From an optimization exercise on the open Yosys and OpenROAD flow, aimed at small area, a short achievable clock period and few clock cycles; shortcuts taken in it are not production practice.
At most, simulation tests tie the RTL to the original design; equivalence was not proved.
Power is estimated from default activity; no workload was simulated.

==> yarrow: inputs <==
==> flow/design.v <==
module nrle_kpal (
  input  logic [3:0]  code,
  input  logic [1:0]  ch,
  output logic [12:0] k,
  output logic [14:0] k3
);
  logic [27:0] kk;
  always_comb begin
    case ({code, ch})
      {4'd1, 2'd1}: kk = {15'd12288, 13'd4096};   
      {4'd2, 2'd0}: kk = {15'd1236, 13'd412};   
      {4'd2, 2'd1}: kk = {15'd11064, 13'd3688};   
      {4'd3, 2'd0}: kk = {15'd3696, 13'd1232};   
      {4'd3, 2'd1}: kk = {15'd8604, 13'd2868};   
      {4'd4, 2'd0}: kk = {15'd3093, 13'd1031};   
      {4'd4, 2'd1}: kk = {15'd7992, 13'd2664};   
      {4'd4, 2'd2}: kk = {15'd1236, 13'd412};   
      {4'd5, 2'd0}: kk = {15'd4068, 13'd1356};   
      {4'd5, 2'd1}: kk = {15'd4068, 13'd1356};   
      {4'd5, 2'd2}: kk = {15'd4068, 13'd1356};   
      {4'd6, 2'd0}: kk = {15'd12288, 13'd4096};   
      {4'd7, 2'd0}: kk = {15'd9849, 13'd3283};   
      {4'd7, 2'd1}: kk = {15'd1848, 13'd616};   
      {4'd7, 2'd2}: kk = {15'd1848, 13'd616};   
      {4'd8, 2'd0}: kk = {15'd5781, 13'd1927};   
      {4'd8, 2'd1}: kk = {15'd984, 13'd328};   
      {4'd8, 2'd2}: kk = {15'd5412, 13'd1804};   
      {4'd9, 2'd0}: kk = {15'd984, 13'd328};   
      {4'd9, 2'd1}: kk = {15'd861, 13'd287};   
      {4'd9, 2'd2}: kk = {15'd10449, 13'd3483};   
      {4'd10, 2'd2}: kk = {15'd12288, 13'd4096};   
      {4'd11, 2'd1}: kk = {15'd6147, 13'd2049};   
      {4'd11, 2'd2}: kk = {15'd6147, 13'd2049};   
      {4'd12, 2'd1}: kk = {15'd10449, 13'd3483};   
      {4'd12, 2'd2}: kk = {15'd1848, 13'd616};   
      default:       kk = {15'd0, 13'd0};   
    endcase
  end
  assign k  = kk[12:0];
  assign k3 = kk[27:13];
endmodule
module nrle_bdig (
  input  logic [6:0]       bright,
  output logic [3:0][2:0]  sel
);
  always_comb begin
    for (int i = 0; i < 4; i++) begin
      logic [1:0] d;
      d = (i == 3) ? {1'b0, bright[6]} : bright[2*i +: 2];
      sel[i] = {d == 2'd3, d == 2'd2, d == 2'd1};
    end
  end
endmodule
module nrle_lane (
  input  logic [12:0]      k,
  input  logic [14:0]      k3,
  input  logic [3:0][2:0]  sel,
  output logic [6:0]       level
);
  localparam logic [20:0] KEEP = ~21'd31;
  logic [20:0] q;
  always_comb begin
    q = '0;
    for (int i = 0; i < 4; i++) begin
      logic [14:0] m;
      m = ({15{sel[i][0]}} & {2'b00, k}) | ({15{sel[i][1]}} & {1'b0, k, 1'b0}) |
          ({15{sel[i][2]}} & k3);
      q = q + ((21'(m) << (2*i)) & KEEP);
    end
  end
  assign level = q[18:12];
endmodule
module nrle_merge (
  input  logic [15:0] codes,    
  output logic [15:0] slots,
  output logic [1:0]  nm1
);
  logic [3:0] act;
  logic [1:0] pos [4];    
  always_comb begin
    for (int i = 0; i < 4; i++) begin
      act[i] = (codes[4*i +: 4] != 4'd0) && (codes[4*i +: 4] <= 4'd12);
    end
    pos[0] = 2'd0;
    pos[1] = {1'b0, act[0]};
    pos[2] = {act[0] && act[1], act[0] ^ act[1]};
    pos[3] = 2'(act[0]) + 2'(act[1]) + 2'(act[2]);
    slots = '0;
    for (int i = 0; i < 4; i++) begin
      for (int j = 0; j <= i; j++) begin
        slots[4*j +: 4] = slots[4*j +: 4] |
                          ({4{act[i] && pos[i] == 2'(j)}} & codes[4*i +: 4]);
      end
    end
    nm1 = (act == 4'd0) ? 2'd0 : 2'(2'(act[0]) + 2'(act[1]) + 2'(act[2]) + 2'(act[3]) - 2'd1);
  end
endmodule
module nrle_emit (
  input  logic        clk,
  input  logic        rst_n,
  output logic        ready,      
  input  logic        load,       
  input  logic [15:0] slots_in,
  input  logic [1:0]  nm1_in,
  input  logic [6:0]  bright_in,
  input  logic        res_ready,
  output logic        res_valid,
  output logic [3:0]  res_led_index,
  output logic [1:0]  res_color_channel,
  output logic [6:0]  res_level,
  output logic        res_last
);
  logic        fresh_r;
  logic [15:0] q_r;
  logic [1:0]  nm1q_r;
  logic [6:0]  brq_r;
  logic        busy_r;
  logic [12:0] k_r;
  logic [14:0] k3_r;
  logic [3:0][2:0] sel_r;
  logic [3:0]  code_r;
  logic [1:0]  nm1_r;
  logic [3:0]  led_r;
  logic [1:0]  ch_r;
  logic        vld_r;
  logic [3:0]  ri_r;
  logic [1:0]  rc_r;
  logic [6:0]  rl_r;
  logic        adv, w_last, w_lastseg, seg_end, start, take;
  logic [3:0]  w_led;
  logic [1:0]  w_ch, ch_nxt;
  logic [3:0]  code_nxt;
  logic [12:0] k_nxt;
  logic [14:0] k3_nxt;
  logic [3:0][2:0] sel_nxt;
  logic [6:0]  level;
  assign w_led = led_r;
  assign w_ch  = ch_r;
  assign w_last = (w_led == 4'd11) && (w_ch == 2'd2);
  always_comb begin
    case (nm1_r)
      2'd0: begin
        seg_end   = 1'b0;
        w_lastseg = 1'b1;
      end
      2'd1: begin
        seg_end   = (w_led == 4'd5);
        w_lastseg = (w_led >= 4'd6);
      end
      2'd2: begin
        seg_end   = (w_led == 4'd3) || (w_led == 4'd7);
        w_lastseg = (w_led >= 4'd8);
      end
      default: begin
        seg_end   = (w_led == 4'd2) || (w_led == 4'd5) || (w_led == 4'd8);
        w_lastseg = (w_led >= 4'd9);
      end
    endcase
  end
  assign ready = !fresh_r && (!busy_r || w_lastseg);
  assign start    = fresh_r && (!busy_r || w_last);
  assign take     = !busy_r || ((w_ch == 2'd2) && (seg_end || w_led == 4'd11));
  assign ch_nxt   = (w_ch == 2'd2) ? 2'd0 : w_ch + 2'd1;
  assign code_nxt = take ? q_r[3:0] : code_r;
  nrle_kpal u_kpal (
    .code (code_nxt),
    .ch   (ch_nxt),
    .k    (k_nxt),
    .k3   (k3_nxt)
  );
  nrle_bdig u_bdig (
    .bright (brq_r),
    .sel    (sel_nxt)
  );
  nrle_lane u_lane (
    .k     (k_r),
    .k3    (k3_r),
    .sel   (sel_r),
    .level (level)
  );
  assign adv = !vld_r || res_ready;
  always_ff @(posedge clk) begin
    if (!rst_n) begin
      fresh_r <= 1'b0;
      busy_r  <= 1'b0;
      vld_r   <= 1'b0;
      ch_r    <= 2'd2;
    end else begin
      if (load) begin
        fresh_r <= 1'b1;
      end else if (adv && start) begin
        fresh_r <= 1'b0;
      end
      if (adv) begin
        busy_r <= (busy_r && !w_last) || fresh_r;
        vld_r  <= busy_r;
      end
      if (adv && (start || (busy_r && !w_last))) begin
        ch_r <= ch_nxt;
      end
    end
  end
  always_ff @(posedge clk) begin
    if (load) begin
      q_r    <= slots_in;
      nm1q_r <= nm1_in;
      brq_r  <= bright_in;
    end else if (adv && take && (start || (busy_r && !w_last))) begin
      q_r <= {4'd0, q_r[15:4]};
    end
    if (adv && start) begin
      led_r <= 4'd0;
    end else if (adv && busy_r && !w_last && w_ch == 2'd2) begin
      led_r <= led_r + 4'd1;
    end
    if (adv && (start || (busy_r && !w_last))) begin
      k_r    <= k_nxt;
      k3_r   <= k3_nxt;
      code_r <= code_nxt;
    end
    if (adv && start) begin
      sel_r <= sel_nxt;
      nm1_r <= nm1q_r;
    end
    if (adv && busy_r) begin
      ri_r <= w_led;
      rc_r <= w_ch;
      rl_r <= level;
    end
  end
  assign res_valid         = vld_r;
  assign res_led_index     = ri_r;
  assign res_color_channel = rc_r;
  assign res_level         = rl_r;
  assign res_last          = (ri_r == 4'd11) && (rc_r == 2'd2);
endmodule
module note_ring_led_pulse_encoder (
  input  logic        clk,
  input  logic        rst_n,
  input  logic        in_valid,
  output logic        in_ready,
  input  logic [3:0]  note_first,
  input  logic [3:0]  note_second,
  input  logic [3:0]  note_third,
  input  logic [3:0]  note_fourth,
  output logic        out_valid,
  input  logic        out_ready,
  output logic [3:0]  out_led_index,
  output logic [1:0]  out_color_channel,
  output logic [6:0]  out_level,
  output logic [31:0] out_pulse_pattern,
  output logic        out_last,
  input  logic        cfg_we,
  input  logic [6:0]  cfg_wdata
);
  localparam logic [6:0] BRIGHT_MAX   = 7'd100;
  localparam logic [6:0] BRIGHT_RESET = 7'd10;
  logic [6:0]  bright_r;
  logic [15:0] slots;
  logic [1:0]  nm1;
  logic        load;
  always_ff @(posedge clk) begin
    if (!rst_n) begin
      bright_r <= BRIGHT_RESET;
    end else if (cfg_we) begin
      bright_r <= (cfg_wdata > BRIGHT_MAX) ? BRIGHT_MAX : cfg_wdata;
    end
  end
  assign load = rst_n && in_valid && in_ready;
  nrle_merge u_merge (
    .codes ({note_fourth, note_third, note_second, note_first}),
    .slots (slots),
    .nm1   (nm1)
  );
  nrle_emit u_emit (
    .clk               (clk),
    .rst_n             (rst_n),
    .ready             (in_ready),
    .load              (load),
    .slots_in          (slots),
    .nm1_in            (nm1),
    .bright_in         (bright_r),
    .res_ready         (out_ready),
    .res_valid         (out_valid),
    .res_led_index     (out_led_index),
    .res_color_channel (out_color_channel),
    .res_level         (out_level),
    .res_last          (out_last)
  );
  for (genvar k = 0; k < 8; k++) begin : g_pulse
    assign out_pulse_pattern[4*k +: 4] = {1'b1, (k < 7) ? out_level[k] : 1'b0, 2'b00};
  end
endmodule
==> flow/flow/run.sh <==
#!/bin/bash
# The standard layout, with plain buf_1 cells as the port buffers (ORFS's
# buffer_ports otherwise picks clkdlybuf4s50_1 delay cells).
set -e
export BUFFER_PORTS_ARGS="-buffer_cell sky130_fd_sc_hd__buf_1"
bash standard.sh > standard.log 2>&1
==> flow/standard.sh <==
#!/bin/bash
# synth_recipe.tcl (not shown) runs the flow's synth.tcl, then flattens the netlist and writes it again
# the make line also repeats each setting of config.mk as NAME=value (left out here)
make -C /OpenROAD-flow-scripts/flow DESIGN_CONFIG=/design/flow/config.mk WORK_HOME=/design/flow/orfs CLKGATE_MAP_FILE= SYNTH_SCRIPT=/design/flow/synth_recipe.tcl "${@:-finish}"
==> flow/config.mk <==
export PLATFORM = sky130hd
export DESIGN_NAME = note_ring_led_pulse_encoder
export DESIGN_NICKNAME = note_ring_led_pulse_encoder
export VERILOG_FILES = /design/flow/design.v
export SDC_FILE = /design/flow/constraint.sdc
export NUM_CORES = 4
export LEC_CHECK = 0
export CAP_MARGIN = 20
export CORE_MARGIN = 2
export CORE_UTILIZATION = 40
export SETUP_SLACK_MARGIN = 4.0
export SLEW_MARGIN = 20
==> flow/constraint.sdc <==
create_clock -name core_clock -period 7.5 [get_ports {clk}]
set_input_delay 1.5000 -clock core_clock [delete_from_list [all_inputs] [get_ports {clk}]]
set_output_delay 1.5000 -clock core_clock [all_outputs]
set_load 0.01 [all_outputs]
==> maple: changes against yarrow <==
==> flow/design.v, changed modules only <==
module nrle_kpal (
  input  logic [3:0]  code,
  input  logic [1:0]  ch,
  output logic [12:0] k,
  output logic [14:0] k3
);
  logic [27:0] kk;
  always_comb begin
    case ({code, ch})
      {4'd1, 2'd1}: kk = {15'd12300, 13'd4100};   
      {4'd2, 2'd0}: kk = {15'd1236, 13'd412};   
      {4'd2, 2'd1}: kk = {15'd11064, 13'd3688};   
      {4'd3, 2'd0}: kk = {15'd3696, 13'd1232};   
      {4'd3, 2'd1}: kk = {15'd8604, 13'd2868};   
      {4'd4, 2'd0}: kk = {15'd3084, 13'd1028};   
      {4'd4, 2'd1}: kk = {15'd7989, 13'd2663};   
      {4'd4, 2'd2}: kk = {15'd1236, 13'd412};   
      {4'd5, 2'd0}: kk = {15'd4059, 13'd1353};   
      {4'd5, 2'd1}: kk = {15'd4059, 13'd1353};   
      {4'd5, 2'd2}: kk = {15'd4059, 13'd1353};   
      {4'd6, 2'd0}: kk = {15'd12300, 13'd4100};   
      {4'd7, 2'd0}: kk = {15'd9840, 13'd3280};   
      {4'd7, 2'd1}: kk = {15'd1845, 13'd615};   
      {4'd7, 2'd2}: kk = {15'd1845, 13'd615};   
      {4'd8, 2'd0}: kk = {15'd5778, 13'd1926};   
      {4'd8, 2'd1}: kk = {15'd987, 13'd329};   
      {4'd8, 2'd2}: kk = {15'd5409, 13'd1803};   
      {4'd9, 2'd0}: kk = {15'd987, 13'd329};   
      {4'd9, 2'd1}: kk = {15'd861, 13'd287};   
      {4'd9, 2'd2}: kk = {15'd10449, 13'd3483};   
      {4'd10, 2'd2}: kk = {15'd12300, 13'd4100};   
      {4'd11, 2'd1}: kk = {15'd6156, 13'd2052};   
      {4'd11, 2'd2}: kk = {15'd6156, 13'd2052};   
      {4'd12, 2'd1}: kk = {15'd10449, 13'd3483};   
      {4'd12, 2'd2}: kk = {15'd1845, 13'd615};   
      default:       kk = {15'd12, 13'd4};   
    endcase
  end
  assign k  = kk[12:0];
  assign k3 = kk[27:13];
endmodule
module nrle_bdig (
  input  logic [6:0]       bright,
  output logic [2:0][4:0]  sel
);
  logic [9:0] bx;
  assign bx = {2'b00, bright, 1'b0};
  always_comb begin
    for (int i = 0; i < 3; i++) begin
      logic [3:0] d;
      d = bx[3*i +: 4];
      sel[i][4] = d[3] && !(d[2] && d[1] && d[0]);
      sel[i][0] = (d == 4'd1) || (d == 4'd2) || (d == 4'd13) || (d == 4'd14);
      sel[i][1] = (d == 4'd3) || (d == 4'd4) || (d == 4'd11) || (d == 4'd12);
      sel[i][2] = (d == 4'd5) || (d == 4'd6) || (d == 4'd9)  || (d == 4'd10);
      sel[i][3] = (d == 4'd7) || (d == 4'd8);
    end
  end
endmodule
module nrle_lane (
  input  logic [12:0]      k,
  input  logic [14:0]      k3,
  input  logic [2:0][4:0]  sel,
  output logic [6:0]       level
);
  localparam logic [20:0] KEEP = ~21'd31;
  logic [20:0] q;
  always_comb begin
    q = '0;
    for (int i = 0; i < 3; i++) begin
      logic [15:0] m;
      logic        neg;
      logic [20:0] r;
      neg = sel[i][4];
      m   = ({16{sel[i][0]}} & {3'b000, k})       | ({16{sel[i][1]}} & {2'b00, k, 1'b0}) |
            ({16{sel[i][2]}} & {1'b0, k3})        | ({16{sel[i][3]}} & {1'b0, k, 2'b00});
      r   = {{5{neg}}, m ^ {16{neg}}};
      q   = q + ((r << (3*i)) & KEEP) + ((21'(neg) << (3*i)) & KEEP);
    end
  end
  assign level = q[18:12];
endmodule
module nrle_merge (
  input  logic [15:0] codes,    
  output logic [15:0] slots,
  output logic [1:0]  nm1
);
  logic [3:0] a;
  logic [3:0] c [4];
  logic       none01, one01, two01;         
  logic       none012, one012, two012, three012;
  always_comb begin
    for (int i = 0; i < 4; i++) begin
      c[i] = codes[4*i +: 4];
      a[i] = (c[i] != 4'd0) && (c[i] <= 4'd12);
    end
    none01   = !a[0] && !a[1];
    one01    = a[0] ^ a[1];
    two01    = a[0] && a[1];
    none012  = none01 && !a[2];
    one012   = (one01 && !a[2]) || (none01 && a[2]);
    two012   = (two01 && !a[2]) || (one01 && a[2]);
    three012 = two01 && a[2];
    slots[3:0]   = ({4{a[0]}} & c[0]) |
                   ({4{a[1] && !a[0]}} & c[1]) |
                   ({4{a[2] && none01}} & c[2]) |
                   ({4{a[3] && none012}} & c[3]);
    slots[7:4]   = ({4{a[1] && a[0]}} & c[1]) |
                   ({4{a[2] && one01}} & c[2]) |
                   ({4{a[3] && one012}} & c[3]);
    slots[11:8]  = ({4{a[2] && two01}} & c[2]) |
                   ({4{a[3] && two012}} & c[3]);
    slots[15:12] = ({4{a[3] && three012}} & c[3]);
    case (a)
      4'b0000, 4'b0001, 4'b0010, 4'b0100, 4'b1000: nm1 = 2'd0;
      4'b1111:                                     nm1 = 2'd3;
      4'b0111, 4'b1011, 4'b1101, 4'b1110:          nm1 = 2'd2;
      default:                                     nm1 = 2'd1;
    endcase
  end
endmodule
module nrle_emit (
  input  logic        clk,
  input  logic        rst_n,
  output logic        ready,      
  input  logic        load,       
  input  logic [15:0] slots_in,
  input  logic [1:0]  nm1_in,
  input  logic [6:0]  bright_in,
  input  logic        res_ready,
  output logic        res_valid,
  output logic [3:0]  res_led_index,
  output logic [1:0]  res_color_channel,
  output logic [6:0]  res_level,
  output logic        res_last
);
  logic        fresh_r;
  logic [15:0] q_r;
  logic [1:0]  qp_r;
  logic [1:0]  nm1q_r;
  logic [6:0]  brq_r;
  logic        busy_r;
  logic        take_r;     
  logic [12:0] k_r;
  logic [14:0] k3_r;
  logic [2:0][4:0] sel_r;
  logic [3:0]  code_r;
  logic [1:0]  nm1_r;
  logic [3:0]  led_r;
  logic [1:0]  ch_r;
  logic        vld_r;
  logic [3:0]  ri_r;
  logic [1:0]  rc_r;
  logic [6:0]  rl_r;
  logic        adv, w_last, w_lastseg, seg_end, start, take;
  logic [3:0]  w_led;
  logic [1:0]  w_ch, ch_nxt;
  logic [3:0]  code_nxt;
  logic [12:0] k_nxt;
  logic [14:0] k3_nxt;
  logic [2:0][4:0] sel_nxt;
  logic [6:0]  level;
  assign w_led = led_r;
  assign w_ch  = ch_r;
  assign w_last = (w_led == 4'd11) && (w_ch == 2'd2);
  always_comb begin
    case (nm1_r)
      2'd0: begin
        seg_end   = 1'b0;
        w_lastseg = 1'b1;
      end
      2'd1: begin
        seg_end   = (w_led == 4'd5);
        w_lastseg = (w_led >= 4'd6);
      end
      2'd2: begin
        seg_end   = (w_led == 4'd3) || (w_led == 4'd7);
        w_lastseg = (w_led >= 4'd8);
      end
      default: begin
        seg_end   = (w_led == 4'd2) || (w_led == 4'd5) || (w_led == 4'd8);
        w_lastseg = (w_led >= 4'd9);
      end
    endcase
  end
  assign ready = !fresh_r && (!busy_r || w_lastseg);
  assign start    = fresh_r && (!busy_r || w_last);
  assign take     = take_r;
  assign ch_nxt   = (w_ch == 2'd2) ? 2'd0 : w_ch + 2'd1;
  assign code_nxt = take ? q_r[4*qp_r +: 4] : code_r;
  nrle_kpal u_kpal (
    .code (code_nxt),
    .ch   (ch_nxt),
    .k    (k_nxt),
    .k3   (k3_nxt)
  );
  nrle_bdig u_bdig (
    .bright (brq_r),
    .sel    (sel_nxt)
  );
  nrle_lane u_lane (
    .k     (k_r),
    .k3    (k3_r),
    .sel   (sel_r),
    .level (level)
  );
  assign adv = !vld_r || res_ready;
  always_ff @(posedge clk) begin
    if (!rst_n) begin
      fresh_r <= 1'b0;
      busy_r  <= 1'b0;
      vld_r   <= 1'b0;
      ch_r    <= 2'd2;
      take_r  <= 1'b1;
    end else begin
      if (load) begin
        fresh_r <= 1'b1;
      end else if (adv && start) begin
        fresh_r <= 1'b0;
      end
      if (adv) begin
        busy_r <= (busy_r && !w_last) || fresh_r;
        vld_r  <= busy_r;
      end
      if (adv && (start || (busy_r && !w_last))) begin
        ch_r <= ch_nxt;
      end
      if (adv) begin
        take_r <= !((busy_r && !w_last) || fresh_r) ||
                  ((w_ch == 2'd1) && (seg_end || w_led == 4'd11));
      end
    end
  end
  always_ff @(posedge clk) begin
    if (load) begin
      q_r    <= slots_in;
      qp_r   <= 2'd0;
      nm1q_r <= nm1_in;
      brq_r  <= bright_in;
    end else if (adv && take && (start || (busy_r && !w_last))) begin
      qp_r <= qp_r + 2'd1;
    end
    if (adv && start) begin
      led_r <= 4'd0;
    end else if (adv && busy_r && !w_last && w_ch == 2'd2) begin
      led_r <= led_r + 4'd1;
    end
    if (adv && (start || (busy_r && !w_last))) begin
      k_r    <= k_nxt;
      k3_r   <= k3_nxt;
      code_r <= code_nxt;
    end
    if (adv && start) begin
      sel_r <= sel_nxt;
      nm1_r <= nm1q_r;
    end
    if (adv && busy_r) begin
      ri_r <= w_led;
      rc_r <= w_ch;
      rl_r <= level;
    end
  end
  assign res_valid         = vld_r;
  assign res_led_index     = ri_r;
  assign res_color_channel = rc_r;
  assign res_level         = rl_r;
  assign res_last          = (ri_r == 4'd11) && (rc_r == 2'd2);
endmodule
ABC_AREA = 1   (was default)
CTS_BUF_LIST = sky130_fd_sc_hd__clkbuf_8   (was default)
==> run summary <==
maple passed the timing, design-rule and antenna checks. yarrow finished with timing, DRC and antenna clean.
Between maple and yarrow, the lower cell count is in yarrow (gap 18%, measured against yarrow).
Against maple, the count of clock-buffer cells in the layout of yarrow is lower by 2.
Of maple and yarrow, maple has the higher maximum frequency (gap about 13%, measured against yarrow).
Between maple and yarrow, the lower sequential share of layout area is in yarrow (gap 2.1 points).
Of yarrow and maple, maple has the higher clock skew (gap 0.0088 ns).
Routed wire length is about the same in yarrow and maple.
Of yarrow and maple, maple has the higher global-route usage (gap 0.095 points).
Between maple and yarrow, the lower sequential power is in yarrow (gap 6.2%, measured against yarrow).
Of maple and yarrow, yarrow has the higher first-iteration DRC count (gap 39%, measured against yarrow).
Critical path depth: yarrow is higher than maple (9).
Between yarrow and maple, the lower worst setup slack is in yarrow (gap 0.42 ns).
Testbench counts of maple, summed over its fixed seeds: cycles 13,848.
The RTL of yarrow was laid out without a check of its function.

static timing again, ports no longer ideal:
Ports are ideal in the flow. The routed layouts listed here were re-timed in OpenROAD. Step 1 (the two cells are an assumption about what drives the block):
set clk [get_ports {clk}]
set_driving_cell -lib_cell sky130_fd_sc_hd__clkbuf_16 $clk
set_driving_cell -lib_cell sky130_fd_sc_hd__buf_2 [delete_from_list [all_inputs] $clk]
Step 2 moves the port delays by t, midway between the first and last clock arrival at a register: inputs arrive t later, outputs are due t later. That takes back most of the time a late clock gives input paths. a / b / c = ideal / step 1 / step 2; a / b = the first two.
| run | shift t [ns] | setup slack, ns | worst data-port slew with drivers (ns) |
|---|---|---|---|
| yarrow | 0.387 | 3.733 / 3.732 / 3.712 | 0.03 |
| maple | 0.403 | 4.152 / 4.116 / 4.090 | 0.06 |
After both steps every run listed still meets setup and hold. For maple, which loses most, drivers alone change the setup slack by -0.036 ns; drivers and shift together by -0.062 ns.
